Background: an optimization exercise with open tools, aiming at small area, a short achievable clock period and few clock cycles. Do not read the settings as production practice. The RTL was checked by simulation tests, not by an equivalence proof against the original design.

## disc_flight_drag_integrator_core
module disc_flight_drag_integrator_core (
   input  logic                clock,
   input  logic                reset,
   input  logic                csr_write,
   input  logic [2:0]          csr_index,
   input  logic [31:0]         csr_data,
   input  logic                req_valid,
   output logic                req_stall,
   input  logic                req_type,
   input  logic [15:0]         req_time_step,
   input  logic signed [31:0]  req_load_pos_x,
   input  logic signed [31:0]  req_load_pos_y,
   input  logic signed [31:0]  req_load_pos_z,
   input  logic signed [31:0]  req_load_vel_x,
   input  logic signed [31:0]  req_load_vel_y,
   input  logic signed [31:0]  req_load_vel_z,
   output logic                rsp_valid,
   input  logic                rsp_stall,
   output logic signed [31:0]  rsp_out_pos_x,
   output logic signed [31:0]  rsp_out_pos_y,
   output logic signed [31:0]  rsp_out_pos_z,
   output logic signed [31:0]  rsp_out_vel_x,
   output logic signed [31:0]  rsp_out_vel_y,
   output logic signed [31:0]  rsp_out_vel_z,
   output logic                rsp_saturated
);
   localparam logic [3:0] F_IDLE = 4'd0, F_SQ0 = 4'd1, F_SQ1 = 4'd2, F_SQ2 = 4'd3,
                          F_RT = 4'd4, F_P0 = 4'd5, F_P1 = 4'd6, F_P2 = 4'd7,
                          F_P3 = 4'd8, F_P4 = 4'd9, F_P5 = 4'd10, F_P6 = 4'd11,
                          F_C0 = 4'd12, F_C1 = 4'd13, F_C2 = 4'd14, F_C3 = 4'd15;
   localparam logic [2:0] T_IDLE = 3'd0, T_Z = 3'd1, T_L = 3'd5, T_X = 3'd2,
                          T_Y = 3'd3, T_P = 3'd4;
   logic [30:0] drag_ff, lift_ff, area_ff, imass_ff;
   logic [31:0] lprod_ff;
   logic [2:0][31:0] wind_ff;
   logic        dirty_ff;
   logic [30:0] kd_ff;
   logic [31:0] lacc_ff;
   logic        csat_ff;
   logic [2:0][31:0] pos_ff, vel_ff, vnew_ff;
   logic        sat_ff, rsp_valid_ff;
   logic [3:0]  fst_ff;
   logic [15:0] dtf_ff;
   logic        flagf_ff;
   logic signed [31:0] ma_ff, mb_ff;
   logic [63:0] s2_ff;
   logic [33:0] rem_ff;
   logic [31:0] root_ff;
  ...
clock: 12.0 ns
lec_check: 0
abc_area: 1
cap_margin: 35
core_margin: 2
core_utilization: 40
place_density: 0.6
setup_slack_margin: 2.5
slew_margin: 20
run.sh (not shown) runs the stock make flow with config.mk's settings and CLKGATE_MAP_FILE= SYNTH_SCRIPT=/design/flow/synth_recipe.tcl, a recipe that flattens the netlist after the stock synthesis.
The starting point passed the timing, design-rule and antenna checks.
Testbench counts at the start, summed over its fixed seeds: cycles 14,754.
Next try:
--- a/flow/config.mk
+++ b/flow/config.mk
@@ -11,2 +11,2 @@
-export CORE_UTILIZATION = 40
-export PLACE_DENSITY = 0.6
+export CORE_UTILIZATION = 50
+export PLACE_DENSITY = 0.65
Routed wire length goes up by 1.2%.
Critical path depth falls by 3.
Hold slack gets better by 44 ps.
Fmax increases by 0.88%.
Register-to-register slack improved by 80 ps.
Non-clock buffer count increases by 43.
Worst setup slack gets better by 84 ps.
Area after synthesis stays the same.
Utilization rose by 11 points.
Synthesized cell count stays the same.

========
Another version of the RTL of disc_flight_drag_integrator_core (not shown whole).
Size: roughly 15000 cells after synthesis, roughly 440 I/O pins.
// disc_flight_drag_integrator_core
module disc_flight_drag_integrator_core (
   input  logic                clock,
   input  logic                reset,
   input  logic                csr_write,
   input  logic [2:0]          csr_index,
   input  logic [31:0]         csr_data,
   input  logic                req_valid,
   output logic                req_stall,
   input  logic                req_type,
   input  logic [15:0]         req_time_step,
   input  logic signed [31:0]  req_load_pos_x,
   input  logic signed [31:0]  req_load_pos_y,
   input  logic signed [31:0]  req_load_pos_z,
   input  logic signed [31:0]  req_load_vel_x,
   input  logic signed [31:0]  req_load_vel_y,
   input  logic signed [31:0]  req_load_vel_z,
   output logic                rsp_valid,
   input  logic                rsp_stall,
   output logic signed [31:0]  rsp_out_pos_x,
   output logic signed [31:0]  rsp_out_pos_y,
   output logic signed [31:0]  rsp_out_pos_z,
   output logic signed [31:0]  rsp_out_vel_x,
   output logic signed [31:0]  rsp_out_vel_y,
   output logic signed [31:0]  rsp_out_vel_z,
   output logic                rsp_saturated
);
clock: 12.0 ns
lec_check: 0
cap_margin: 20
core_margin: 2
core_utilization: 40
place_density: 0.6
setup_slack_margin: 2.5
slew_margin: 20
The first run went through all stages and came out clean.
Testbench counts at the start, summed over its fixed seeds: cycles 15,153.
Edit:
Settings changed: ABC_AREA set to 1.
First-iteration DRC count grows by 17%. Sequential cell count stays the same. Routed wire length grows by 13%. Global-route usage grows by 5.1 points.

========
== old ==
Another version of the RTL of disc_flight_drag_integrator_core (not shown whole).
Size in the first run: about 16000 cells after synthesis, roughly 1000 flip-flops, roughly 440 I/O pins, ~0.12 mm² of cells after synthesis.
Settings: LEC_CHECK=0, ABC_AREA=1, CAP_MARGIN=35, CORE_MARGIN=2, CORE_UTILIZATION=45, PLACE_DENSITY=0.6, SETUP_SLACK_MARGIN=3.25, SLEW_MARGIN=20; clock period 12.0 ns.
Testbench counts of old, summed over its fixed seeds: cycles 14,754.
Relative to old, the following input files were edited for new:
Settings: CORE_UTILIZATION: 45 -> 40; CAP_MARGIN: 35 -> 45; SETUP_SLACK_MARGIN: 3.25 -> 4.25.
The count of buffers not belonging to the clock network in the layout number comes out lower for old vs new. Worst hold slack, new and old: larger value in new. Measured against each other, new and old differ in area of placed instances, the lower figure coming from old. new: pin count of the biggest net entering global routing 44 below old. Hold-critical path depth in new is 2 higher than in old. new vs. old: overall global routing resource usage went down by 5.3 points. Fraction of standard cell area that is sequential, new and old: lower on new.

port drivers added, routing unchanged:
The results above use ideal ports. As a check the final layouts listed here were re-extracted and re-timed, cells and wires unchanged.
Step 1 sets driving cells, clkbuf_16 on the clock port and buf_2 on the other inputs (assumed; they add their load-dependent delay and slew).
Step 2 times the ports against the registers' clock, not the clock port: input delays grow and output delays shrink by t, the midpoint of the rising clock arrivals with the driver on.
Three values: ideal, step 1, step 2; two values: the first two.
run	t, ns	setup WS [ns]	worst setup path after step 2
the first run of note 1	0.940	2.356 / 2.356 / 2.356	register to register
the second run of note 1	0.933	2.440 / 2.440 / 2.440	register to register
the first run of note 2	0.943	2.565 / 2.565 / 2.565	register to register
the second run of note 2	0.932	2.566 / 2.566 / 2.566	register to register
old	0.950	3.182 / 3.182 / 3.182	register to register
new	0.940	3.579 / 3.579 / 3.579	register to register
After both steps every run listed still meets setup and hold.
